What follows belongs to an exercise in optimizing a design on an open flow for a short achievable clock period; a production flow would make more cautious choices.
No functional check of the RTL was part of this run.
Power is estimated from default activity; no workload was simulated.

===== config.mk =====
export PLATFORM = sky130hd
export DESIGN_NAME = noise_top
export DESIGN_NICKNAME = noise_top
export VERILOG_FILES = /design/flow/design.v
export SDC_FILE = /design/flow/constraint.sdc
export NUM_CORES = 4
export LEC_CHECK = 0
export CAP_MARGIN = 20
export CORE_MARGIN = 2
export CORE_UTILIZATION = 40
export SETUP_SLACK_MARGIN = 3.6
export SLEW_MARGIN = 20
export TNS_END_PERCENT = 100

===== constraint.sdc =====
create_clock -name core_clock -period 7.0 [get_ports {clk}]
set_input_delay 1.4000 -clock core_clock [delete_from_list [all_inputs] [get_ports {clk}]]
set_output_delay 1.4000 -clock core_clock [all_outputs]
set_load 0.01 [all_outputs]

===== design.v =====
package video_pkg;
	typedef logic [31:0] pixel_t;
	typedef logic [7:0] luma_t;
	typedef logic [15:0] dim_t;
	typedef logic [31:0] block_count_t;
	typedef logic [0:0] reg_addr_t;
	localparam int blue_lsb = 0;
	localparam int green_lsb = 8;
	localparam int red_lsb = 16;
	localparam int channel_width = 8;
	localparam int block_size = 8;
	localparam int samples_per_block = block_size * block_size;
	localparam int block_shift = $clog2(samples_per_block);
	localparam reg_addr_t reg_addr_width = 1'b0;
	localparam reg_addr_t reg_addr_height = 1'b1;
endpackage
package noise_pkg;
	typedef logic [13:0] sum_t;
	typedef logic [21:0] sum_sq_t;
	typedef logic [15:0] variance_t;
	typedef struct packed {
		logic sof;
		logic [6:0] third_sum;
		logic [6:0] third_carry;
		logic [1:0] rem_third;
	} pixel_thirds_t;
	typedef enum logic [1:0] {
		idle,
		collect,
		report
	} estimator_state_t;
endpackage
`timescale 1ns/1ns
module frame_config_regs (
	input logic clk,
	input logic reset,
	input logic reg_wr_en,
	input video_pkg::reg_addr_t reg_addr,
	input video_pkg::dim_t reg_wdata,
	input video_pkg::reg_addr_t reg_rd_addr,
	output video_pkg::dim_t reg_rdata,
	output video_pkg::block_count_t blocks
);
	video_pkg::dim_t width_reg;
	video_pkg::dim_t height_reg;
	logic [15:0] pp_ll, pp_lh, pp_hl, pp_hh;
	logic [31:0] area_reg;
	always_ff @(posedge clk) begin
		if (reset) begin
			width_reg <= '0;
			height_reg <= '0;
		end else if (reg_wr_en) begin
			case (reg_addr)
				video_pkg::reg_addr_width: width_reg <= reg_wdata;
				video_pkg::reg_addr_height: height_reg <= reg_wdata;
				default: width_reg <= width_reg;
			endcase
		end
	end
	always_ff @(posedge clk) begin
		pp_ll <= width_reg[7:0] * height_reg[7:0];
		pp_lh <= width_reg[7:0] * height_reg[15:8];
		pp_hl <= width_reg[15:8] * height_reg[7:0];
		pp_hh <= width_reg[15:8] * height_reg[15:8];
		area_reg <= {pp_hh, pp_ll} + {8'd0, pp_lh, 8'd0} + {8'd0, pp_hl, 8'd0};
	end
	assign blocks = video_pkg::block_count_t'(area_reg >> video_pkg::block_shift);
	assign reg_rdata = (reg_rd_addr == video_pkg::reg_addr_width) ? width_reg : height_reg;
endmodule
`timescale 1ns/1ns
module pixel_ingest (
	input logic clk,
	input logic reset,
	input video_pkg::pixel_t s_axis_tdata,
	input logic s_axis_tvalid,
	input logic s_axis_tuser,
	output logic s_axis_tready,
	output noise_pkg::pixel_thirds_t pixel,
	output logic sample_valid
);
	logic accept;
	logic [8:0] red, green, blue;
	logic [6:0] q_r, q_g, q_b;
	logic [2:0] rem_sum;
	function automatic logic [8:0] third_of(input logic [7:0] c);
		case (c)
			8'd0: third_of = {7'd0, 2'd0};
			8'd1: third_of = {7'd0, 2'd1};
			8'd2: third_of = {7'd0, 2'd2};
			8'd3: third_of = {7'd1, 2'd0};
			8'd4: third_of = {7'd1, 2'd1};
			8'd5: third_of = {7'd1, 2'd2};
			8'd6: third_of = {7'd2, 2'd0};
			8'd7: third_of = {7'd2, 2'd1};
			8'd8: third_of = {7'd2, 2'd2};
			8'd9: third_of = {7'd3, 2'd0};
			8'd10: third_of = {7'd3, 2'd1};
			8'd11: third_of = {7'd3, 2'd2};
			8'd12: third_of = {7'd4, 2'd0};
			8'd13: third_of = {7'd4, 2'd1};
			8'd14: third_of = {7'd4, 2'd2};
			8'd15: third_of = {7'd5, 2'd0};
			8'd16: third_of = {7'd5, 2'd1};
			8'd17: third_of = {7'd5, 2'd2};
			8'd18: third_of = {7'd6, 2'd0};
			8'd19: third_of = {7'd6, 2'd1};
			8'd20: third_of = {7'd6, 2'd2};
			8'd21: third_of = {7'd7, 2'd0};
			8'd22: third_of = {7'd7, 2'd1};
			8'd23: third_of = {7'd7, 2'd2};
			8'd24: third_of = {7'd8, 2'd0};
			8'd25: third_of = {7'd8, 2'd1};
			8'd26: third_of = {7'd8, 2'd2};
			8'd27: third_of = {7'd9, 2'd0};
			8'd28: third_of = {7'd9, 2'd1};
			8'd29: third_of = {7'd9, 2'd2};
			8'd30: third_of = {7'd10, 2'd0};
			8'd31: third_of = {7'd10, 2'd1};
			8'd32: third_of = {7'd10, 2'd2};
			8'd33: third_of = {7'd11, 2'd0};
			8'd34: third_of = {7'd11, 2'd1};
			8'd35: third_of = {7'd11, 2'd2};
			8'd36: third_of = {7'd12, 2'd0};
			8'd37: third_of = {7'd12, 2'd1};
			8'd38: third_of = {7'd12, 2'd2};
			8'd39: third_of = {7'd13, 2'd0};
			8'd40: third_of = {7'd13, 2'd1};
			8'd41: third_of = {7'd13, 2'd2};
			8'd42: third_of = {7'd14, 2'd0};
			8'd43: third_of = {7'd14, 2'd1};
			8'd44: third_of = {7'd14, 2'd2};
			8'd45: third_of = {7'd15, 2'd0};
			8'd46: third_of = {7'd15, 2'd1};
			8'd47: third_of = {7'd15, 2'd2};
			8'd48: third_of = {7'd16, 2'd0};
			8'd49: third_of = {7'd16, 2'd1};
			8'd50: third_of = {7'd16, 2'd2};
			8'd51: third_of = {7'd17, 2'd0};
			8'd52: third_of = {7'd17, 2'd1};
			8'd53: third_of = {7'd17, 2'd2};
			8'd54: third_of = {7'd18, 2'd0};
			8'd55: third_of = {7'd18, 2'd1};
			8'd56: third_of = {7'd18, 2'd2};
			8'd57: third_of = {7'd19, 2'd0};
			8'd58: third_of = {7'd19, 2'd1};
			8'd59: third_of = {7'd19, 2'd2};
			8'd60: third_of = {7'd20, 2'd0};
			8'd61: third_of = {7'd20, 2'd1};
			8'd62: third_of = {7'd20, 2'd2};
			8'd63: third_of = {7'd21, 2'd0};
			8'd64: third_of = {7'd21, 2'd1};
			8'd65: third_of = {7'd21, 2'd2};
			8'd66: third_of = {7'd22, 2'd0};
			8'd67: third_of = {7'd22, 2'd1};
			8'd68: third_of = {7'd22, 2'd2};
			8'd69: third_of = {7'd23, 2'd0};
			8'd70: third_of = {7'd23, 2'd1};
			8'd71: third_of = {7'd23, 2'd2};
			8'd72: third_of = {7'd24, 2'd0};
			8'd73: third_of = {7'd24, 2'd1};
			8'd74: third_of = {7'd24, 2'd2};
			8'd75: third_of = {7'd25, 2'd0};
			8'd76: third_of = {7'd25, 2'd1};
			8'd77: third_of = {7'd25, 2'd2};
			8'd78: third_of = {7'd26, 2'd0};
			8'd79: third_of = {7'd26, 2'd1};
			8'd80: third_of = {7'd26, 2'd2};
			8'd81: third_of = {7'd27, 2'd0};
			8'd82: third_of = {7'd27, 2'd1};
			8'd83: third_of = {7'd27, 2'd2};
			8'd84: third_of = {7'd28, 2'd0};
			8'd85: third_of = {7'd28, 2'd1};
			8'd86: third_of = {7'd28, 2'd2};
			8'd87: third_of = {7'd29, 2'd0};
			8'd88: third_of = {7'd29, 2'd1};
			8'd89: third_of = {7'd29, 2'd2};
			8'd90: third_of = {7'd30, 2'd0};
			8'd91: third_of = {7'd30, 2'd1};
			8'd92: third_of = {7'd30, 2'd2};
			8'd93: third_of = {7'd31, 2'd0};
			8'd94: third_of = {7'd31, 2'd1};
			8'd95: third_of = {7'd31, 2'd2};
			8'd96: third_of = {7'd32, 2'd0};
			8'd97: third_of = {7'd32, 2'd1};
			8'd98: third_of = {7'd32, 2'd2};
			8'd99: third_of = {7'd33, 2'd0};
			8'd100: third_of = {7'd33, 2'd1};
			8'd101: third_of = {7'd33, 2'd2};
			8'd102: third_of = {7'd34, 2'd0};
			8'd103: third_of = {7'd34, 2'd1};
			8'd104: third_of = {7'd34, 2'd2};
			8'd105: third_of = {7'd35, 2'd0};
			8'd106: third_of = {7'd35, 2'd1};
			8'd107: third_of = {7'd35, 2'd2};
			8'd108: third_of = {7'd36, 2'd0};
			8'd109: third_of = {7'd36, 2'd1};
			8'd110: third_of = {7'd36, 2'd2};
			8'd111: third_of = {7'd37, 2'd0};
			8'd112: third_of = {7'd37, 2'd1};
			8'd113: third_of = {7'd37, 2'd2};
			8'd114: third_of = {7'd38, 2'd0};
			8'd115: third_of = {7'd38, 2'd1};
			8'd116: third_of = {7'd38, 2'd2};
			8'd117: third_of = {7'd39, 2'd0};
			8'd118: third_of = {7'd39, 2'd1};
			8'd119: third_of = {7'd39, 2'd2};
			8'd120: third_of = {7'd40, 2'd0};
			8'd121: third_of = {7'd40, 2'd1};
			8'd122: third_of = {7'd40, 2'd2};
			8'd123: third_of = {7'd41, 2'd0};
			8'd124: third_of = {7'd41, 2'd1};
			8'd125: third_of = {7'd41, 2'd2};
			8'd126: third_of = {7'd42, 2'd0};
			8'd127: third_of = {7'd42, 2'd1};
			8'd128: third_of = {7'd42, 2'd2};
			8'd129: third_of = {7'd43, 2'd0};
			8'd130: third_of = {7'd43, 2'd1};
			8'd131: third_of = {7'd43, 2'd2};
			8'd132: third_of = {7'd44, 2'd0};
			8'd133: third_of = {7'd44, 2'd1};
			8'd134: third_of = {7'd44, 2'd2};
			8'd135: third_of = {7'd45, 2'd0};
			8'd136: third_of = {7'd45, 2'd1};
			8'd137: third_of = {7'd45, 2'd2};
			8'd138: third_of = {7'd46, 2'd0};
			8'd139: third_of = {7'd46, 2'd1};
			8'd140: third_of = {7'd46, 2'd2};
			8'd141: third_of = {7'd47, 2'd0};
			8'd142: third_of = {7'd47, 2'd1};
			8'd143: third_of = {7'd47, 2'd2};
			8'd144: third_of = {7'd48, 2'd0};
			8'd145: third_of = {7'd48, 2'd1};
			8'd146: third_of = {7'd48, 2'd2};
			8'd147: third_of = {7'd49, 2'd0};
			8'd148: third_of = {7'd49, 2'd1};
			8'd149: third_of = {7'd49, 2'd2};
			8'd150: third_of = {7'd50, 2'd0};
			8'd151: third_of = {7'd50, 2'd1};
			8'd152: third_of = {7'd50, 2'd2};
			8'd153: third_of = {7'd51, 2'd0};
			8'd154: third_of = {7'd51, 2'd1};
			8'd155: third_of = {7'd51, 2'd2};
			8'd156: third_of = {7'd52, 2'd0};
			8'd157: third_of = {7'd52, 2'd1};
			8'd158: third_of = {7'd52, 2'd2};
			8'd159: third_of = {7'd53, 2'd0};
			8'd160: third_of = {7'd53, 2'd1};
			8'd161: third_of = {7'd53, 2'd2};
			8'd162: third_of = {7'd54, 2'd0};
			8'd163: third_of = {7'd54, 2'd1};
			8'd164: third_of = {7'd54, 2'd2};
			8'd165: third_of = {7'd55, 2'd0};
			8'd166: third_of = {7'd55, 2'd1};
			8'd167: third_of = {7'd55, 2'd2};
			8'd168: third_of = {7'd56, 2'd0};
			8'd169: third_of = {7'd56, 2'd1};
			8'd170: third_of = {7'd56, 2'd2};
			8'd171: third_of = {7'd57, 2'd0};
			8'd172: third_of = {7'd57, 2'd1};
			8'd173: third_of = {7'd57, 2'd2};
			8'd174: third_of = {7'd58, 2'd0};
			8'd175: third_of = {7'd58, 2'd1};
			8'd176: third_of = {7'd58, 2'd2};
			8'd177: third_of = {7'd59, 2'd0};
			8'd178: third_of = {7'd59, 2'd1};
			8'd179: third_of = {7'd59, 2'd2};
			8'd180: third_of = {7'd60, 2'd0};
			8'd181: third_of = {7'd60, 2'd1};
			8'd182: third_of = {7'd60, 2'd2};
			8'd183: third_of = {7'd61, 2'd0};
			8'd184: third_of = {7'd61, 2'd1};
			8'd185: third_of = {7'd61, 2'd2};
			8'd186: third_of = {7'd62, 2'd0};
			8'd187: third_of = {7'd62, 2'd1};
			8'd188: third_of = {7'd62, 2'd2};
			8'd189: third_of = {7'd63, 2'd0};
			8'd190: third_of = {7'd63, 2'd1};
			8'd191: third_of = {7'd63, 2'd2};
			8'd192: third_of = {7'd64, 2'd0};
			8'd193: third_of = {7'd64, 2'd1};
			8'd194: third_of = {7'd64, 2'd2};
			8'd195: third_of = {7'd65, 2'd0};
			8'd196: third_of = {7'd65, 2'd1};
			8'd197: third_of = {7'd65, 2'd2};
			8'd198: third_of = {7'd66, 2'd0};
			8'd199: third_of = {7'd66, 2'd1};
			8'd200: third_of = {7'd66, 2'd2};
			8'd201: third_of = {7'd67, 2'd0};
			8'd202: third_of = {7'd67, 2'd1};
			8'd203: third_of = {7'd67, 2'd2};
			8'd204: third_of = {7'd68, 2'd0};
			8'd205: third_of = {7'd68, 2'd1};
			8'd206: third_of = {7'd68, 2'd2};
			8'd207: third_of = {7'd69, 2'd0};
			8'd208: third_of = {7'd69, 2'd1};
			8'd209: third_of = {7'd69, 2'd2};
			8'd210: third_of = {7'd70, 2'd0};
			8'd211: third_of = {7'd70, 2'd1};
			8'd212: third_of = {7'd70, 2'd2};
			8'd213: third_of = {7'd71, 2'd0};
			8'd214: third_of = {7'd71, 2'd1};
			8'd215: third_of = {7'd71, 2'd2};
			8'd216: third_of = {7'd72, 2'd0};
			8'd217: third_of = {7'd72, 2'd1};
			8'd218: third_of = {7'd72, 2'd2};
			8'd219: third_of = {7'd73, 2'd0};
			8'd220: third_of = {7'd73, 2'd1};
			8'd221: third_of = {7'd73, 2'd2};
			8'd222: third_of = {7'd74, 2'd0};
			8'd223: third_of = {7'd74, 2'd1};
			8'd224: third_of = {7'd74, 2'd2};
			8'd225: third_of = {7'd75, 2'd0};
			8'd226: third_of = {7'd75, 2'd1};
			8'd227: third_of = {7'd75, 2'd2};
			8'd228: third_of = {7'd76, 2'd0};
			8'd229: third_of = {7'd76, 2'd1};
			8'd230: third_of = {7'd76, 2'd2};
			8'd231: third_of = {7'd77, 2'd0};
			8'd232: third_of = {7'd77, 2'd1};
			8'd233: third_of = {7'd77, 2'd2};
			8'd234: third_of = {7'd78, 2'd0};
			8'd235: third_of = {7'd78, 2'd1};
			8'd236: third_of = {7'd78, 2'd2};
			8'd237: third_of = {7'd79, 2'd0};
			8'd238: third_of = {7'd79, 2'd1};
			8'd239: third_of = {7'd79, 2'd2};
			8'd240: third_of = {7'd80, 2'd0};
			8'd241: third_of = {7'd80, 2'd1};
			8'd242: third_of = {7'd80, 2'd2};
			8'd243: third_of = {7'd81, 2'd0};
			8'd244: third_of = {7'd81, 2'd1};
			8'd245: third_of = {7'd81, 2'd2};
			8'd246: third_of = {7'd82, 2'd0};
			8'd247: third_of = {7'd82, 2'd1};
			8'd248: third_of = {7'd82, 2'd2};
			8'd249: third_of = {7'd83, 2'd0};
			8'd250: third_of = {7'd83, 2'd1};
			8'd251: third_of = {7'd83, 2'd2};
			8'd252: third_of = {7'd84, 2'd0};
			8'd253: third_of = {7'd84, 2'd1};
			8'd254: third_of = {7'd84, 2'd2};
			8'd255: third_of = {7'd85, 2'd0};
			default: third_of = 9'd0;
		endcase
	endfunction
	assign accept = s_axis_tvalid & s_axis_tready;
	assign red = third_of(s_axis_tdata[video_pkg::red_lsb +: video_pkg::channel_width]);
	assign green = third_of(s_axis_tdata[video_pkg::green_lsb +: video_pkg::channel_width]);
	assign blue = third_of(s_axis_tdata[video_pkg::blue_lsb +: video_pkg::channel_width]);
	assign q_r = red[8:2];
	assign q_g = green[8:2];
	assign q_b = blue[8:2];
	assign rem_sum = 3'(red[1:0]) + 3'(green[1:0]) + 3'(blue[1:0]);
	always_ff @(posedge clk) begin
		if (reset) begin
			s_axis_tready <= 1'b0;
		end else begin
			s_axis_tready <= 1'b1;
		end
	end
	always_ff @(posedge clk) begin
		if (reset) begin
			sample_valid <= 1'b0;
		end else begin
			sample_valid <= accept;
		end
	end
	always_ff @(posedge clk) begin
		pixel.sof <= s_axis_tuser;
		pixel.third_sum <= q_r ^ q_g ^ q_b;
		pixel.third_carry <= (q_r & q_g) | (q_r & q_b) | (q_g & q_b);
		pixel.rem_third <= (rem_sum >= 3'd6) ? 2'd2 : (rem_sum >= 3'd3) ? 2'd1 : 2'd0;
	end
endmodule
`timescale 1ns/1ns
module block_stats (
	input logic clk,
	input logic reset,
	input noise_pkg::pixel_thirds_t pixel,
	input logic sample_valid,
	input noise_pkg::variance_t min_var,
	output logic frame_start,
	output logic result_valid,
	output noise_pkg::sum_sq_t part_sum_sq,
	output logic [15:0] last_sq,
	output logic [15:0] mean_sq,
	output logic [16:0] mean_sq_min
);
	logic [video_pkg::block_shift-1:0] sample_count;
	logic count_zero;
	logic count_last;
	logic first_sample;
	logic last_sample;
	video_pkg::luma_t luma;
	noise_pkg::sum_t acc_sum;
	noise_pkg::sum_t acc_gated;
	noise_pkg::sum_t sum_next;
	video_pkg::luma_t luma_d;
	noise_pkg::sum_t blk_sum;
	logic valid_d2;
	logic first_d2;
	logic blk_valid;
	logic sof_d1;
	logic [15:0] luma_sq;
	logic [15:0] blk_mean_sq;
	logic [16:0] blk_mean_sq_min;
	logic valid_d3;
	logic first_d3;
	noise_pkg::sum_sq_t acc_sum_sq;
	logic [7:0] l_s, l_c;
	assign l_s = {1'b0, pixel.third_sum} ^ {pixel.third_carry, 1'b0} ^ {6'd0, pixel.rem_third};
	assign l_c = ({1'b0, pixel.third_sum} & {pixel.third_carry, 1'b0})
		| ({1'b0, pixel.third_sum} & {6'd0, pixel.rem_third})
		| ({pixel.third_carry, 1'b0} & {6'd0, pixel.rem_third});
	assign luma = l_s + {l_c[6:0], 1'b0};
	assign first_sample = pixel.sof | count_zero;
	assign last_sample = !pixel.sof && count_last;
	assign acc_gated = first_sample ? noise_pkg::sum_t'(0) : acc_sum;
	logic [13:0] s_a, s_b, s_c, s1_s, s1_c, s2_s, s2_c;
	assign s_a = {7'd0, pixel.third_sum};
	assign s_b = {6'd0, pixel.third_carry, 1'b0};
	assign s_c = {12'd0, pixel.rem_third};
	assign s1_s = s_a ^ s_b ^ s_c;
	assign s1_c = {((s_a & s_b) | (s_a & s_c) | (s_b & s_c)), 1'b0};
	assign s2_s = acc_gated ^ s1_s ^ s1_c;
	assign s2_c = {((acc_gated & s1_s) | (acc_gated & s1_c) | (s1_s & s1_c)), 1'b0};
	assign sum_next = s2_s + s2_c;
	always_ff @(posedge clk) begin
		if (reset) begin
			sample_count <= '0;
			count_zero <= 1'b1;
			count_last <= 1'b0;
		end else if (sample_valid) begin
			if (pixel.sof) begin
				sample_count <= video_pkg::block_shift'(1);
				count_zero <= 1'b0;
				count_last <= 1'b0;
			end else begin
				sample_count <= sample_count + 1'b1;
				count_zero <= count_last;
				count_last <= (sample_count == video_pkg::samples_per_block - 2);
			end
		end
	end
	always_ff @(posedge clk) begin
		if (sample_valid)
			acc_sum <= sum_next;
	end
	always_ff @(posedge clk) begin
		luma_d <= luma;
		blk_sum <= sum_next;
		valid_d2 <= sample_valid;
		first_d2 <= first_sample;
	end
	square8 u_luma_sq (.x(luma_d), .y(luma_sq));
	square8 u_mean_sq (.x(blk_sum[13:6]), .y(blk_mean_sq));
	square8_add u_mean_sq_min (.x(blk_sum[13:6]), .a(min_var), .y(blk_mean_sq_min));
	always_ff @(posedge clk) begin
		last_sq <= luma_sq;
		mean_sq <= blk_mean_sq;
		mean_sq_min <= blk_mean_sq_min;
		valid_d3 <= valid_d2;
		first_d3 <= first_d2;
	end
	always_ff @(posedge clk) begin
		if (valid_d3)
			acc_sum_sq <= (first_d3 ? noise_pkg::sum_sq_t'(0) : acc_sum_sq) + noise_pkg::sum_sq_t'(last_sq);
	end
	assign part_sum_sq = acc_sum_sq;
	always_ff @(posedge clk) begin
		if (reset) begin
			blk_valid <= 1'b0;
			result_valid <= 1'b0;
			sof_d1 <= 1'b0;
			frame_start <= 1'b0;
		end else begin
			blk_valid <= sample_valid & last_sample;
			result_valid <= blk_valid;
			sof_d1 <= sample_valid & pixel.sof;
			frame_start <= sof_d1;
		end
	end
endmodule
module square8 (
	input logic [7:0] x,
	output logic [15:0] y
);
	logic [15:0] sq;
	always_comb begin
		case (x)
			8'd0: sq = 16'd0;
			8'd1: sq = 16'd1;
			8'd2: sq = 16'd4;
			8'd3: sq = 16'd9;
			8'd4: sq = 16'd16;
			8'd5: sq = 16'd25;
			8'd6: sq = 16'd36;
			8'd7: sq = 16'd49;
			8'd8: sq = 16'd64;
			8'd9: sq = 16'd81;
			8'd10: sq = 16'd100;
			8'd11: sq = 16'd121;
			8'd12: sq = 16'd144;
			8'd13: sq = 16'd169;
			8'd14: sq = 16'd196;
			8'd15: sq = 16'd225;
			8'd16: sq = 16'd256;
			8'd17: sq = 16'd289;
			8'd18: sq = 16'd324;
			8'd19: sq = 16'd361;
			8'd20: sq = 16'd400;
			8'd21: sq = 16'd441;
			8'd22: sq = 16'd484;
			8'd23: sq = 16'd529;
			8'd24: sq = 16'd576;
			8'd25: sq = 16'd625;
			8'd26: sq = 16'd676;
			8'd27: sq = 16'd729;
			8'd28: sq = 16'd784;
			8'd29: sq = 16'd841;
			8'd30: sq = 16'd900;
			8'd31: sq = 16'd961;
			8'd32: sq = 16'd1024;
			8'd33: sq = 16'd1089;
			8'd34: sq = 16'd1156;
			8'd35: sq = 16'd1225;
			8'd36: sq = 16'd1296;
			8'd37: sq = 16'd1369;
			8'd38: sq = 16'd1444;
			8'd39: sq = 16'd1521;
			8'd40: sq = 16'd1600;
			8'd41: sq = 16'd1681;
			8'd42: sq = 16'd1764;
			8'd43: sq = 16'd1849;
			8'd44: sq = 16'd1936;
			8'd45: sq = 16'd2025;
			8'd46: sq = 16'd2116;
			8'd47: sq = 16'd2209;
			8'd48: sq = 16'd2304;
			8'd49: sq = 16'd2401;
			8'd50: sq = 16'd2500;
			8'd51: sq = 16'd2601;
			8'd52: sq = 16'd2704;
			8'd53: sq = 16'd2809;
			8'd54: sq = 16'd2916;
			8'd55: sq = 16'd3025;
			8'd56: sq = 16'd3136;
			8'd57: sq = 16'd3249;
			8'd58: sq = 16'd3364;
			8'd59: sq = 16'd3481;
			8'd60: sq = 16'd3600;
			8'd61: sq = 16'd3721;
			8'd62: sq = 16'd3844;
			8'd63: sq = 16'd3969;
			8'd64: sq = 16'd4096;
			8'd65: sq = 16'd4225;
			8'd66: sq = 16'd4356;
			8'd67: sq = 16'd4489;
			8'd68: sq = 16'd4624;
			8'd69: sq = 16'd4761;
			8'd70: sq = 16'd4900;
			8'd71: sq = 16'd5041;
			8'd72: sq = 16'd5184;
			8'd73: sq = 16'd5329;
			8'd74: sq = 16'd5476;
			8'd75: sq = 16'd5625;
			8'd76: sq = 16'd5776;
			8'd77: sq = 16'd5929;
			8'd78: sq = 16'd6084;
			8'd79: sq = 16'd6241;
			8'd80: sq = 16'd6400;
			8'd81: sq = 16'd6561;
			8'd82: sq = 16'd6724;
			8'd83: sq = 16'd6889;
			8'd84: sq = 16'd7056;
			8'd85: sq = 16'd7225;
			8'd86: sq = 16'd7396;
			8'd87: sq = 16'd7569;
			8'd88: sq = 16'd7744;
			8'd89: sq = 16'd7921;
			8'd90: sq = 16'd8100;
			8'd91: sq = 16'd8281;
			8'd92: sq = 16'd8464;
			8'd93: sq = 16'd8649;
			8'd94: sq = 16'd8836;
			8'd95: sq = 16'd9025;
			8'd96: sq = 16'd9216;
			8'd97: sq = 16'd9409;
			8'd98: sq = 16'd9604;
			8'd99: sq = 16'd9801;
			8'd100: sq = 16'd10000;
			8'd101: sq = 16'd10201;
			8'd102: sq = 16'd10404;
			8'd103: sq = 16'd10609;
			8'd104: sq = 16'd10816;
			8'd105: sq = 16'd11025;
			8'd106: sq = 16'd11236;
			8'd107: sq = 16'd11449;
			8'd108: sq = 16'd11664;
			8'd109: sq = 16'd11881;
			8'd110: sq = 16'd12100;
			8'd111: sq = 16'd12321;
			8'd112: sq = 16'd12544;
			8'd113: sq = 16'd12769;
			8'd114: sq = 16'd12996;
			8'd115: sq = 16'd13225;
			8'd116: sq = 16'd13456;
			8'd117: sq = 16'd13689;
			8'd118: sq = 16'd13924;
			8'd119: sq = 16'd14161;
			8'd120: sq = 16'd14400;
			8'd121: sq = 16'd14641;
			8'd122: sq = 16'd14884;
			8'd123: sq = 16'd15129;
			8'd124: sq = 16'd15376;
			8'd125: sq = 16'd15625;
			8'd126: sq = 16'd15876;
			8'd127: sq = 16'd16129;
			8'd128: sq = 16'd16384;
			8'd129: sq = 16'd16641;
			8'd130: sq = 16'd16900;
			8'd131: sq = 16'd17161;
			8'd132: sq = 16'd17424;
			8'd133: sq = 16'd17689;
			8'd134: sq = 16'd17956;
			8'd135: sq = 16'd18225;
			8'd136: sq = 16'd18496;
			8'd137: sq = 16'd18769;
			8'd138: sq = 16'd19044;
			8'd139: sq = 16'd19321;
			8'd140: sq = 16'd19600;
			8'd141: sq = 16'd19881;
			8'd142: sq = 16'd20164;
			8'd143: sq = 16'd20449;
			8'd144: sq = 16'd20736;
			8'd145: sq = 16'd21025;
			8'd146: sq = 16'd21316;
			8'd147: sq = 16'd21609;
			8'd148: sq = 16'd21904;
			8'd149: sq = 16'd22201;
			8'd150: sq = 16'd22500;
			8'd151: sq = 16'd22801;
			8'd152: sq = 16'd23104;
			8'd153: sq = 16'd23409;
			8'd154: sq = 16'd23716;
			8'd155: sq = 16'd24025;
			8'd156: sq = 16'd24336;
			8'd157: sq = 16'd24649;
			8'd158: sq = 16'd24964;
			8'd159: sq = 16'd25281;
			8'd160: sq = 16'd25600;
			8'd161: sq = 16'd25921;
			8'd162: sq = 16'd26244;
			8'd163: sq = 16'd26569;
			8'd164: sq = 16'd26896;
			8'd165: sq = 16'd27225;
			8'd166: sq = 16'd27556;
			8'd167: sq = 16'd27889;
			8'd168: sq = 16'd28224;
			8'd169: sq = 16'd28561;
			8'd170: sq = 16'd28900;
			8'd171: sq = 16'd29241;
			8'd172: sq = 16'd29584;
			8'd173: sq = 16'd29929;
			8'd174: sq = 16'd30276;
			8'd175: sq = 16'd30625;
			8'd176: sq = 16'd30976;
			8'd177: sq = 16'd31329;
			8'd178: sq = 16'd31684;
			8'd179: sq = 16'd32041;
			8'd180: sq = 16'd32400;
			8'd181: sq = 16'd32761;
			8'd182: sq = 16'd33124;
			8'd183: sq = 16'd33489;
			8'd184: sq = 16'd33856;
			8'd185: sq = 16'd34225;
			8'd186: sq = 16'd34596;
			8'd187: sq = 16'd34969;
			8'd188: sq = 16'd35344;
			8'd189: sq = 16'd35721;
			8'd190: sq = 16'd36100;
			8'd191: sq = 16'd36481;
			8'd192: sq = 16'd36864;
			8'd193: sq = 16'd37249;
			8'd194: sq = 16'd37636;
			8'd195: sq = 16'd38025;
			8'd196: sq = 16'd38416;
			8'd197: sq = 16'd38809;
			8'd198: sq = 16'd39204;
			8'd199: sq = 16'd39601;
			8'd200: sq = 16'd40000;
			8'd201: sq = 16'd40401;
			8'd202: sq = 16'd40804;
			8'd203: sq = 16'd41209;
			8'd204: sq = 16'd41616;
			8'd205: sq = 16'd42025;
			8'd206: sq = 16'd42436;
			8'd207: sq = 16'd42849;
			8'd208: sq = 16'd43264;
			8'd209: sq = 16'd43681;
			8'd210: sq = 16'd44100;
			8'd211: sq = 16'd44521;
			8'd212: sq = 16'd44944;
			8'd213: sq = 16'd45369;
			8'd214: sq = 16'd45796;
			8'd215: sq = 16'd46225;
			8'd216: sq = 16'd46656;
			8'd217: sq = 16'd47089;
			8'd218: sq = 16'd47524;
			8'd219: sq = 16'd47961;
			8'd220: sq = 16'd48400;
			8'd221: sq = 16'd48841;
			8'd222: sq = 16'd49284;
			8'd223: sq = 16'd49729;
			8'd224: sq = 16'd50176;
			8'd225: sq = 16'd50625;
			8'd226: sq = 16'd51076;
			8'd227: sq = 16'd51529;
			8'd228: sq = 16'd51984;
			8'd229: sq = 16'd52441;
			8'd230: sq = 16'd52900;
			8'd231: sq = 16'd53361;
			8'd232: sq = 16'd53824;
			8'd233: sq = 16'd54289;
			8'd234: sq = 16'd54756;
			8'd235: sq = 16'd55225;
			8'd236: sq = 16'd55696;
			8'd237: sq = 16'd56169;
			8'd238: sq = 16'd56644;
			8'd239: sq = 16'd57121;
			8'd240: sq = 16'd57600;
			8'd241: sq = 16'd58081;
			8'd242: sq = 16'd58564;
			8'd243: sq = 16'd59049;
			8'd244: sq = 16'd59536;
			8'd245: sq = 16'd60025;
			8'd246: sq = 16'd60516;
			8'd247: sq = 16'd61009;
			8'd248: sq = 16'd61504;
			8'd249: sq = 16'd62001;
			8'd250: sq = 16'd62500;
			8'd251: sq = 16'd63001;
			8'd252: sq = 16'd63504;
			8'd253: sq = 16'd64009;
			8'd254: sq = 16'd64516;
			8'd255: sq = 16'd65025;
			default: sq = 16'd0;
		endcase
	end
	assign y = sq;
endmodule
module square8_add (
	input logic [7:0] x,
	input logic [15:0] a,
	output logic [16:0] y
);
	logic [15:0] sq;
	always_comb begin
		case (x)
			8'd0: sq = 16'd0;
			8'd1: sq = 16'd1;
			8'd2: sq = 16'd4;
			8'd3: sq = 16'd9;
			8'd4: sq = 16'd16;
			8'd5: sq = 16'd25;
			8'd6: sq = 16'd36;
			8'd7: sq = 16'd49;
			8'd8: sq = 16'd64;
			8'd9: sq = 16'd81;
			8'd10: sq = 16'd100;
			8'd11: sq = 16'd121;
			8'd12: sq = 16'd144;
			8'd13: sq = 16'd169;
			8'd14: sq = 16'd196;
			8'd15: sq = 16'd225;
			8'd16: sq = 16'd256;
			8'd17: sq = 16'd289;
			8'd18: sq = 16'd324;
			8'd19: sq = 16'd361;
			8'd20: sq = 16'd400;
			8'd21: sq = 16'd441;
			8'd22: sq = 16'd484;
			8'd23: sq = 16'd529;
			8'd24: sq = 16'd576;
			8'd25: sq = 16'd625;
			8'd26: sq = 16'd676;
			8'd27: sq = 16'd729;
			8'd28: sq = 16'd784;
			8'd29: sq = 16'd841;
			8'd30: sq = 16'd900;
			8'd31: sq = 16'd961;
			8'd32: sq = 16'd1024;
			8'd33: sq = 16'd1089;
			8'd34: sq = 16'd1156;
			8'd35: sq = 16'd1225;
			8'd36: sq = 16'd1296;
			8'd37: sq = 16'd1369;
			8'd38: sq = 16'd1444;
			8'd39: sq = 16'd1521;
			8'd40: sq = 16'd1600;
			8'd41: sq = 16'd1681;
			8'd42: sq = 16'd1764;
			8'd43: sq = 16'd1849;
			8'd44: sq = 16'd1936;
			8'd45: sq = 16'd2025;
			8'd46: sq = 16'd2116;
			8'd47: sq = 16'd2209;
			8'd48: sq = 16'd2304;
			8'd49: sq = 16'd2401;
			8'd50: sq = 16'd2500;
			8'd51: sq = 16'd2601;
			8'd52: sq = 16'd2704;
			8'd53: sq = 16'd2809;
			8'd54: sq = 16'd2916;
			8'd55: sq = 16'd3025;
			8'd56: sq = 16'd3136;
			8'd57: sq = 16'd3249;
			8'd58: sq = 16'd3364;
			8'd59: sq = 16'd3481;
			8'd60: sq = 16'd3600;
			8'd61: sq = 16'd3721;
			8'd62: sq = 16'd3844;
			8'd63: sq = 16'd3969;
			8'd64: sq = 16'd4096;
			8'd65: sq = 16'd4225;
			8'd66: sq = 16'd4356;
			8'd67: sq = 16'd4489;
			8'd68: sq = 16'd4624;
			8'd69: sq = 16'd4761;
			8'd70: sq = 16'd4900;
			8'd71: sq = 16'd5041;
			8'd72: sq = 16'd5184;
			8'd73: sq = 16'd5329;
			8'd74: sq = 16'd5476;
			8'd75: sq = 16'd5625;
			8'd76: sq = 16'd5776;
			8'd77: sq = 16'd5929;
			8'd78: sq = 16'd6084;
			8'd79: sq = 16'd6241;
			8'd80: sq = 16'd6400;
			8'd81: sq = 16'd6561;
			8'd82: sq = 16'd6724;
			8'd83: sq = 16'd6889;
			8'd84: sq = 16'd7056;
			8'd85: sq = 16'd7225;
			8'd86: sq = 16'd7396;
			8'd87: sq = 16'd7569;
			8'd88: sq = 16'd7744;
			8'd89: sq = 16'd7921;
			8'd90: sq = 16'd8100;
			8'd91: sq = 16'd8281;
			8'd92: sq = 16'd8464;
			8'd93: sq = 16'd8649;
			8'd94: sq = 16'd8836;
			8'd95: sq = 16'd9025;
			8'd96: sq = 16'd9216;
			8'd97: sq = 16'd9409;
			8'd98: sq = 16'd9604;
			8'd99: sq = 16'd9801;
			8'd100: sq = 16'd10000;
			8'd101: sq = 16'd10201;
			8'd102: sq = 16'd10404;
			8'd103: sq = 16'd10609;
			8'd104: sq = 16'd10816;
			8'd105: sq = 16'd11025;
			8'd106: sq = 16'd11236;
			8'd107: sq = 16'd11449;
			8'd108: sq = 16'd11664;
			8'd109: sq = 16'd11881;
			8'd110: sq = 16'd12100;
			8'd111: sq = 16'd12321;
			8'd112: sq = 16'd12544;
			8'd113: sq = 16'd12769;
			8'd114: sq = 16'd12996;
			8'd115: sq = 16'd13225;
			8'd116: sq = 16'd13456;
			8'd117: sq = 16'd13689;
			8'd118: sq = 16'd13924;
			8'd119: sq = 16'd14161;
			8'd120: sq = 16'd14400;
			8'd121: sq = 16'd14641;
			8'd122: sq = 16'd14884;
			8'd123: sq = 16'd15129;
			8'd124: sq = 16'd15376;
			8'd125: sq = 16'd15625;
			8'd126: sq = 16'd15876;
			8'd127: sq = 16'd16129;
			8'd128: sq = 16'd16384;
			8'd129: sq = 16'd16641;
			8'd130: sq = 16'd16900;
			8'd131: sq = 16'd17161;
			8'd132: sq = 16'd17424;
			8'd133: sq = 16'd17689;
			8'd134: sq = 16'd17956;
			8'd135: sq = 16'd18225;
			8'd136: sq = 16'd18496;
			8'd137: sq = 16'd18769;
			8'd138: sq = 16'd19044;
			8'd139: sq = 16'd19321;
			8'd140: sq = 16'd19600;
			8'd141: sq = 16'd19881;
			8'd142: sq = 16'd20164;
			8'd143: sq = 16'd20449;
			8'd144: sq = 16'd20736;
			8'd145: sq = 16'd21025;
			8'd146: sq = 16'd21316;
			8'd147: sq = 16'd21609;
			8'd148: sq = 16'd21904;
			8'd149: sq = 16'd22201;
			8'd150: sq = 16'd22500;
			8'd151: sq = 16'd22801;
			8'd152: sq = 16'd23104;
			8'd153: sq = 16'd23409;
			8'd154: sq = 16'd23716;
			8'd155: sq = 16'd24025;
			8'd156: sq = 16'd24336;
			8'd157: sq = 16'd24649;
			8'd158: sq = 16'd24964;
			8'd159: sq = 16'd25281;
			8'd160: sq = 16'd25600;
			8'd161: sq = 16'd25921;
			8'd162: sq = 16'd26244;
			8'd163: sq = 16'd26569;
			8'd164: sq = 16'd26896;
			8'd165: sq = 16'd27225;
			8'd166: sq = 16'd27556;
			8'd167: sq = 16'd27889;
			8'd168: sq = 16'd28224;
			8'd169: sq = 16'd28561;
			8'd170: sq = 16'd28900;
			8'd171: sq = 16'd29241;
			8'd172: sq = 16'd29584;
			8'd173: sq = 16'd29929;
			8'd174: sq = 16'd30276;
			8'd175: sq = 16'd30625;
			8'd176: sq = 16'd30976;
			8'd177: sq = 16'd31329;
			8'd178: sq = 16'd31684;
			8'd179: sq = 16'd32041;
			8'd180: sq = 16'd32400;
			8'd181: sq = 16'd32761;
			8'd182: sq = 16'd33124;
			8'd183: sq = 16'd33489;
			8'd184: sq = 16'd33856;
			8'd185: sq = 16'd34225;
			8'd186: sq = 16'd34596;
			8'd187: sq = 16'd34969;
			8'd188: sq = 16'd35344;
			8'd189: sq = 16'd35721;
			8'd190: sq = 16'd36100;
			8'd191: sq = 16'd36481;
			8'd192: sq = 16'd36864;
			8'd193: sq = 16'd37249;
			8'd194: sq = 16'd37636;
			8'd195: sq = 16'd38025;
			8'd196: sq = 16'd38416;
			8'd197: sq = 16'd38809;
			8'd198: sq = 16'd39204;
			8'd199: sq = 16'd39601;
			8'd200: sq = 16'd40000;
			8'd201: sq = 16'd40401;
			8'd202: sq = 16'd40804;
			8'd203: sq = 16'd41209;
			8'd204: sq = 16'd41616;
			8'd205: sq = 16'd42025;
			8'd206: sq = 16'd42436;
			8'd207: sq = 16'd42849;
			8'd208: sq = 16'd43264;
			8'd209: sq = 16'd43681;
			8'd210: sq = 16'd44100;
			8'd211: sq = 16'd44521;
			8'd212: sq = 16'd44944;
			8'd213: sq = 16'd45369;
			8'd214: sq = 16'd45796;
			8'd215: sq = 16'd46225;
			8'd216: sq = 16'd46656;
			8'd217: sq = 16'd47089;
			8'd218: sq = 16'd47524;
			8'd219: sq = 16'd47961;
			8'd220: sq = 16'd48400;
			8'd221: sq = 16'd48841;
			8'd222: sq = 16'd49284;
			8'd223: sq = 16'd49729;
			8'd224: sq = 16'd50176;
			8'd225: sq = 16'd50625;
			8'd226: sq = 16'd51076;
			8'd227: sq = 16'd51529;
			8'd228: sq = 16'd51984;
			8'd229: sq = 16'd52441;
			8'd230: sq = 16'd52900;
			8'd231: sq = 16'd53361;
			8'd232: sq = 16'd53824;
			8'd233: sq = 16'd54289;
			8'd234: sq = 16'd54756;
			8'd235: sq = 16'd55225;
			8'd236: sq = 16'd55696;
			8'd237: sq = 16'd56169;
			8'd238: sq = 16'd56644;
			8'd239: sq = 16'd57121;
			8'd240: sq = 16'd57600;
			8'd241: sq = 16'd58081;
			8'd242: sq = 16'd58564;
			8'd243: sq = 16'd59049;
			8'd244: sq = 16'd59536;
			8'd245: sq = 16'd60025;
			8'd246: sq = 16'd60516;
			8'd247: sq = 16'd61009;
			8'd248: sq = 16'd61504;
			8'd249: sq = 16'd62001;
			8'd250: sq = 16'd62500;
			8'd251: sq = 16'd63001;
			8'd252: sq = 16'd63504;
			8'd253: sq = 16'd64009;
			8'd254: sq = 16'd64516;
			8'd255: sq = 16'd65025;
			default: sq = 16'd0;
		endcase
	end
	assign y = 17'(sq) + 17'(a);
endmodule
`timescale 1ns/1ns
module noise_estimator (
	input logic clk,
	input logic reset,
	input video_pkg::block_count_t blocks,
	input logic frame_start,
	input logic result_valid,
	input noise_pkg::sum_sq_t part_sum_sq,
	input logic [15:0] last_sq,
	input logic [15:0] mean_sq,
	input logic [16:0] mean_sq_min,
	output noise_pkg::variance_t min_var,
	output noise_pkg::variance_t estimated_noise,
	output logic estimated_noise_ready
);
	noise_pkg::estimator_state_t state;
	video_pkg::block_count_t blk_count_next;
	logic last_block;
	noise_pkg::variance_t variance;
	logic [23:0] below_diff;
	logic take_result;
	logic frame_done;
	noise_pkg::variance_t var_reg;
	logic below_reg;
	logic take_reg;
	noise_pkg::variance_t min_new;
	logic [21:0] v_x, v_y, v_z, v_s, v_c, v_r;
	assign v_x = part_sum_sq;
	assign v_y = 22'(last_sq);
	assign v_z = ~{mean_sq, 6'd0};
	assign v_s = v_x ^ v_y ^ v_z;
	assign v_c = (v_x & v_y) | (v_x & v_z) | (v_y & v_z);
	assign v_r = v_s + {v_c[20:0], 1'b1};
	assign variance = v_r[21:6];
	logic [23:0] d_x, d_y, d_z, d_s, d_c;
	assign d_x = 24'(part_sum_sq);
	assign d_y = 24'(last_sq);
	assign d_z = ~{1'b0, mean_sq_min, 6'd0};
	assign d_s = d_x ^ d_y ^ d_z;
	assign d_c = (d_x & d_y) | (d_x & d_z) | (d_y & d_z);
	assign below_diff = d_s + {d_c[22:0], 1'b1};
	assign take_result = (state == noise_pkg::collect) && result_valid && !frame_start;
	assign frame_done = take_result && last_block;
	always_ff @(posedge clk) begin
		if (reset) begin
			state <= noise_pkg::idle;
			blk_count_next <= video_pkg::block_count_t'(1);
		end else begin
			case (state)
				noise_pkg::idle: begin
					if (frame_start) begin
						state <= noise_pkg::collect;
						blk_count_next <= video_pkg::block_count_t'(1);
					end
				end
				noise_pkg::collect: begin
					if (frame_start) begin
						blk_count_next <= video_pkg::block_count_t'(1);
					end else if (take_result) begin
						blk_count_next <= blk_count_next + video_pkg::block_count_t'(1);
						if (frame_done)
							state <= noise_pkg::report;
					end
				end
				noise_pkg::report: begin
					if (frame_start) begin
						state <= noise_pkg::collect;
						blk_count_next <= video_pkg::block_count_t'(1);
					end else begin
						state <= noise_pkg::idle;
					end
				end
				default: state <= noise_pkg::idle;
			endcase
		end
	end
	always_ff @(posedge clk) begin
		last_block <= (blk_count_next == blocks);
	end
	always_ff @(posedge clk) begin
		var_reg <= variance;
		below_reg <= below_diff[23];
		take_reg <= take_result;
	end
	assign min_new = below_reg ? var_reg : min_var;
	always_ff @(posedge clk) begin
		if (frame_start)
			min_var <= '1;
		else if (take_reg)
			min_var <= min_new;
	end
	assign estimated_noise = min_new;
	assign estimated_noise_ready = (state == noise_pkg::report);
endmodule
`timescale 1ns/1ns
module noise_top (
	input logic clk,
	input logic reset,
	input logic reg_wr_en,
	input video_pkg::reg_addr_t reg_addr,
	input video_pkg::dim_t reg_wdata,
	input video_pkg::reg_addr_t reg_rd_addr,
	output video_pkg::dim_t reg_rdata,
	input video_pkg::pixel_t s_axis_tdata,
	input logic s_axis_tvalid,
	input logic s_axis_tuser,
	output logic s_axis_tready,
	output noise_pkg::variance_t estimated_noise,
	output logic estimated_noise_ready
);
	video_pkg::block_count_t blocks;
	noise_pkg::pixel_thirds_t pixel;
	logic sample_valid;
	logic frame_start;
	logic result_valid;
	noise_pkg::sum_sq_t part_sum_sq;
	logic [15:0] last_sq;
	logic [15:0] mean_sq;
	logic [16:0] mean_sq_min;
	noise_pkg::variance_t min_var;
	frame_config_regs u_regs (
		.clk(clk),
		.reset(reset),
		.reg_wr_en(reg_wr_en),
		.reg_addr(reg_addr),
		.reg_wdata(reg_wdata),
		.reg_rd_addr(reg_rd_addr),
		.reg_rdata(reg_rdata),
		.blocks(blocks)
	);
	pixel_ingest u_ingest (
		.clk(clk),
		.reset(reset),
		.s_axis_tdata(s_axis_tdata),
		.s_axis_tvalid(s_axis_tvalid),
		.s_axis_tuser(s_axis_tuser),
		.s_axis_tready(s_axis_tready),
		.pixel(pixel),
		.sample_valid(sample_valid)
	);
	block_stats u_stats (
		.clk(clk),
		.reset(reset),
		.pixel(pixel),
		.sample_valid(sample_valid),
		.min_var(min_var),
		.frame_start(frame_start),
		.result_valid(result_valid),
		.part_sum_sq(part_sum_sq),
		.last_sq(last_sq),
		.mean_sq(mean_sq),
		.mean_sq_min(mean_sq_min)
	);
	noise_estimator u_estimator (
		.clk(clk),
		.reset(reset),
		.blocks(blocks),
		.frame_start(frame_start),
		.result_valid(result_valid),
		.part_sum_sq(part_sum_sq),
		.last_sq(last_sq),
		.mean_sq(mean_sq),
		.mean_sq_min(mean_sq_min),
		.min_var(min_var),
		.estimated_noise(estimated_noise),
		.estimated_noise_ready(estimated_noise_ready)
	);
endmodule

===== run.sh =====
#!/bin/bash
# synth_recipe.tcl (not shown) runs the flow's synth.tcl, then flattens the netlist and writes it again
# the make line also repeats each setting of config.mk as NAME=value (left out here)
make -C /OpenROAD-flow-scripts/flow DESIGN_CONFIG=/design/flow/config.mk WORK_HOME=/design/flow/orfs CLKGATE_MAP_FILE= SYNTH_SCRIPT=/design/flow/synth_recipe.tcl finish

==> results.toml <==
[floorplanning]
coreArea_mm2 = 0.07861
start_util = 0.4024
dieArea_mm2 = 0.08134
io_pins = 89
dieHeight_um = 285.2
die_width_um = 285.2
rows = 103

[min_path]
holdCritPathClass = "reg -> reg"
hold_start = "u_regs.pp_ll[6]$_DFF_P_"

[sta]
relSlewSlack = 0.3601
tightest_slew_ns = 0.9586
final_hold_viol_count = 0
period_share = 0.6431
rsz0062_at_grt = "true"
max_freq_mhz = 222.1
maxSlewViolCount = 0
setup_viol = 0
tns_ns = 0
clock_skew_ns = 0.01700
min_period_ns = 4.502

[clocking]
cts-root-buf = "clkbuf_16"
clock_latency_ns = 0.57
cts_hold_buf = 0
clockBufferDepth = 3
cts_tree = "yes"
htreeDepth = 2
cts.sinks = 333
numCtsBuffers = 40
path_clk_slew_ns = 0.06

[detailed_routing]
vias_per_cell = 5.546
dr.pass1.iters = 8
routedWlPerCell_um = 17.76
antenna_left = 0
totalWireLength_um = 91270
drtIter0Drc = 2320
drc = 0
vias = 28510

[cells_and_area]
num_antenna_cells = 0
largest_register_ffs = 32
synthToLayoutAreaGrowth_pct = 24.60
n_fill_cell = 7388
finalNetCount = 4620
stdcell_count = 5140
layout-drive-gt1-share = 0.2132

[global_routing]
grt_util_met3 = 0.03088
antenna_found_initial = 1
grt_max_degree = 72
grt_util_met1 = 0.2949
globalRouteMet2Util = 0.3555
grt_usage = 0.2166
grt_overflow = 0
grt_pass1_vias = 27320
grt_busiest_layer = "met2"
grt_pass1_wl_um = 145600

[synthesis]
syn-num-nets = 4428
ys_seq_area_frac = 0.2221
synth_edf_count = 36
syn-instance-count = 3867
syn_area_mm2 = 0.03163
ys_types = 100
async_flop_share = 0
synth_area_leaders = "dfxtp_1, fa_1, ha_1"
postSynthAreaPerCell_um2 = 8.180
ys_ff_latch = 333
synth_flop_cell = "dfxtp_1"
synth_largest_area_cell = "dfxtp_1"
ys_warn_count = 6
synth_top_area_frac = 0.1880

[placed_design]
dp_cells = 4798
hpwl_um = 58290
gp_congestion = 0.8675
port_buffers = 80

[setup_path]
cp.arrival_ns = 4.92
slowest_stage = "fa_1"
r2r-start = "u_ingest.pixel[1]$_SDFF_PP1_"
cp_cell_sequence = "inv_2, fa_1, fa_1, inv_2, ha_4, inv_2, fa_2, nor2b_4, o2111a_2, or4_4, nand2_8, buf_4, clkinvlp_4, o31ai_4, a22oi_1, o311a_1, a311oi_2, o32ai_2"
crit_type = "reg -> reg"
reg2reg_slack_ns = 2.50
crit_top_cell = "inv_2"
crit_path_start_kind = "flip-flop"
startpoint = "u_ingest.pixel[1]$_SDFF_PP1_"
critical_path.max_fanout = 3
critPathMaxStageDelay_ns = 0.53
critPathCaptureType = "flip-flop"
crit_required_ns = 7.42

[power_and_ir_drop]
ir_drop_uv = 210.5
power_frac_seq = 0.235
swShare = 0.4359
p_leak_nw = 17.51
p_switching_w = 0.004671
power.internal_w = 0.006044
power_frac_clock = 0.194
power_density_mw_per_mm2 = 271.9
comb_power_share = 0.571

[status]
run_status = "timing/DRC/antenna clean"

[run]
drv_cap = 0
-- metrics by stage --
step | utilization | area [um2] | total power (W) | worst slack [ns] | hold slack, ns
after floorplan | - | 32700 | 0.006448 | 2.836 | 0.3096
after global placement | 0.4277 | 33620 | 0.007666 | 1.883 | 0.3127
after detailed placement | 0.4277 | 33620 | 0.007689 | 1.827 | 0.3136
after CTS | 0.4843 | 38070 | 0.01034 | 2.591 | 0.3277
after global routing | 0.5013 | 39410 | 0.01144 | 2.440 | 0.3320
final | 0.5013 | 39410 | 0.01071 | 2.498 | 0.3255
-- layer usage --
metal / share of wire / wire length (um)
met2: 0.46 / 42310
met3: 0.058 / 5264
met4: 0.029 / 2633
met1: 0.45 / 41060
met5: 0 / 0
-- cell usage in the layout (no fill, tap or decap), types with 25 or more instances in the layout --
cell / count
nand2_1: 356
inv_1: 331
nor2_1: 277
ha_1: 264
dfxtp_1: 253
a21oi_1: 227
o21ai_0: 198
buf_4: 194
fa_1: 185
and2_1: 146
xnor2_1: 93
nor3_1: 64
nand3_1: 60
xor2_1: 60
buf_6: 60
nor2b_1: 51
clkbuf_16: 45
ha_4: 40
a21o_1: 39
clkdlybuf4s50_1: 37
nand2b_1: 36
edfxtp_1: 36
a31oi_1: 35
and2_4: 34
inv_2: 33
a211o_1: 33
and3_1: 27
o211ai_1: 27
dfxtp_4: 27
mux2_2: 25
-- cell families (layout without fill, tap and decap cells) --
family | after synthesis | count (layout) | share of synthesized area
AO/OA/AOI/OAI | 951 | 951 | 0.1966
XOR/XNOR | 167 | 167 | 0.04624
adder cells (fa/ha/maj) | 507 | 507 | 0.2475
buffers and inverters | 609 | 830 | 0.07428
flip-flops | 333 | 333 | 0.2221
multiplexers | 61 | 61 | 0.02191
AND/OR/NAND/NOR | 1239 | 1241 | 0.1913
-- synth_stat cells, types with 22 or more instances --
master and n:
mux2_2 36, nand2b_1 42, nor3_1 70, a211oi_1 34, o31ai_1 22, xor2_1 62, dfxtp_1 297, o211ai_1 27
fa_1 198, and3_1 28, buf_1 26, a211o_1 33, nand4_1 23, inv_1 373, xnor2_1 105, o21ai_0 234
a31oi_1 37, a21oi_1 251, mux2i_1 22, edfxtp_1 36, a21o_1 41, nor2b_1 66, o22ai_1 24, nand3_1 67
clkbuf_1 178, ha_1 308, and2_1 180, nor2_1 297, nand2_1 376
-- worst max-delay path: cells and delay by family (launching register included) --
kind                       cells  cell delay, ns
AOI/OAI and AO/OA              6            1.50
and+or+nand+nor                3            0.63
adders and majority gates      4            1.42
buffers and inverters          5            0.47
DFF                            1            0.32
-- power by group through the flow --
stage | Combinational (W) | Sequential (W) | Clock [W]
floorplan | 0.00401 | 0.00244 | 0
global placement | 0.00506 | 0.00260 | 0
detailed placement | 0.00508 | 0.00260 | 0
CTS | 0.00568 | 0.00252 | 0.00214
global route | 0.00667 | 0.00256 | 0.00222
finish | 0.00611 | 0.00252 | 0.00208
-- layout make-up --
class / instances / area (um2) / share of cell area
flip-flops and latches: 333 / 7149 / 0.1814
repair inverters: 1 / 20.02 / 0.0005080
inverters: 383 / 1523 / 0.03864
multi-input cells: 2927 / 24390 / 0.6189
well taps: 1050 / 1314 / 0.03333
clock buffers: 49 / 1151 / 0.02921
repair buffers: 373 / 3706 / 0.09403
clock inverters: 24 / 157.7 / 0.004000
-- path summary, 6_finish.rpt --
path,endpoint,cells after the start
max,u_stats.u_mean_sq_min.sq[8]$_DFF_P_,18
min,u_regs.area_reg[6]$_DFF_P_,0
max reg2reg,u_stats.u_mean_sq_min.sq[8]$_DFF_P_,18
min reg2reg,u_regs.area_reg[6]$_DFF_P_,0
-- what timing repair did --
| action | in CTS | in global routing |
|---|---|---|
| gates cloned | 10 | 0 |
| gates resized for setup | 518 | 201 |
| pin swaps | 135 | 147 |
| buffers inserted | 197 | 62 |
| setup endpoints to repair | 125 | 79 |

## re-timing with driven ports
No port has a modelled driver above. Below, the same layout with a new extraction and two added sets of constraints. Step 1 (the two cells are an assumption about what drives the block):
set clk [get_ports {clk}]
set_driving_cell -lib_cell sky130_fd_sc_hd__clkbuf_16 $clk
set_driving_cell -lib_cell sky130_fd_sc_hd__buf_2 [delete_from_list [all_inputs] $clk]
Step 2 moves the port delays by t, midway between the first and last clock arrival at a register: inputs arrive t later, outputs are due t later. That takes back most of the time a late clock gives input paths. Slacks: no drivers / after step 1 / after step 2; pairs: no drivers / after step 1.
t, ns: 0.627
setup WS [ns]: 2.498 / 2.498 / 2.498
worst setup path after step 2: register to register
slew at the worst register clock pin (ns): 0.07 / 0.07
pins driven straight from the clock port: 1
After both steps setup and hold are still met in this run. For this run, drivers alone change the setup slack by 0.000 ns; drivers and shift together by 0.000 ns.
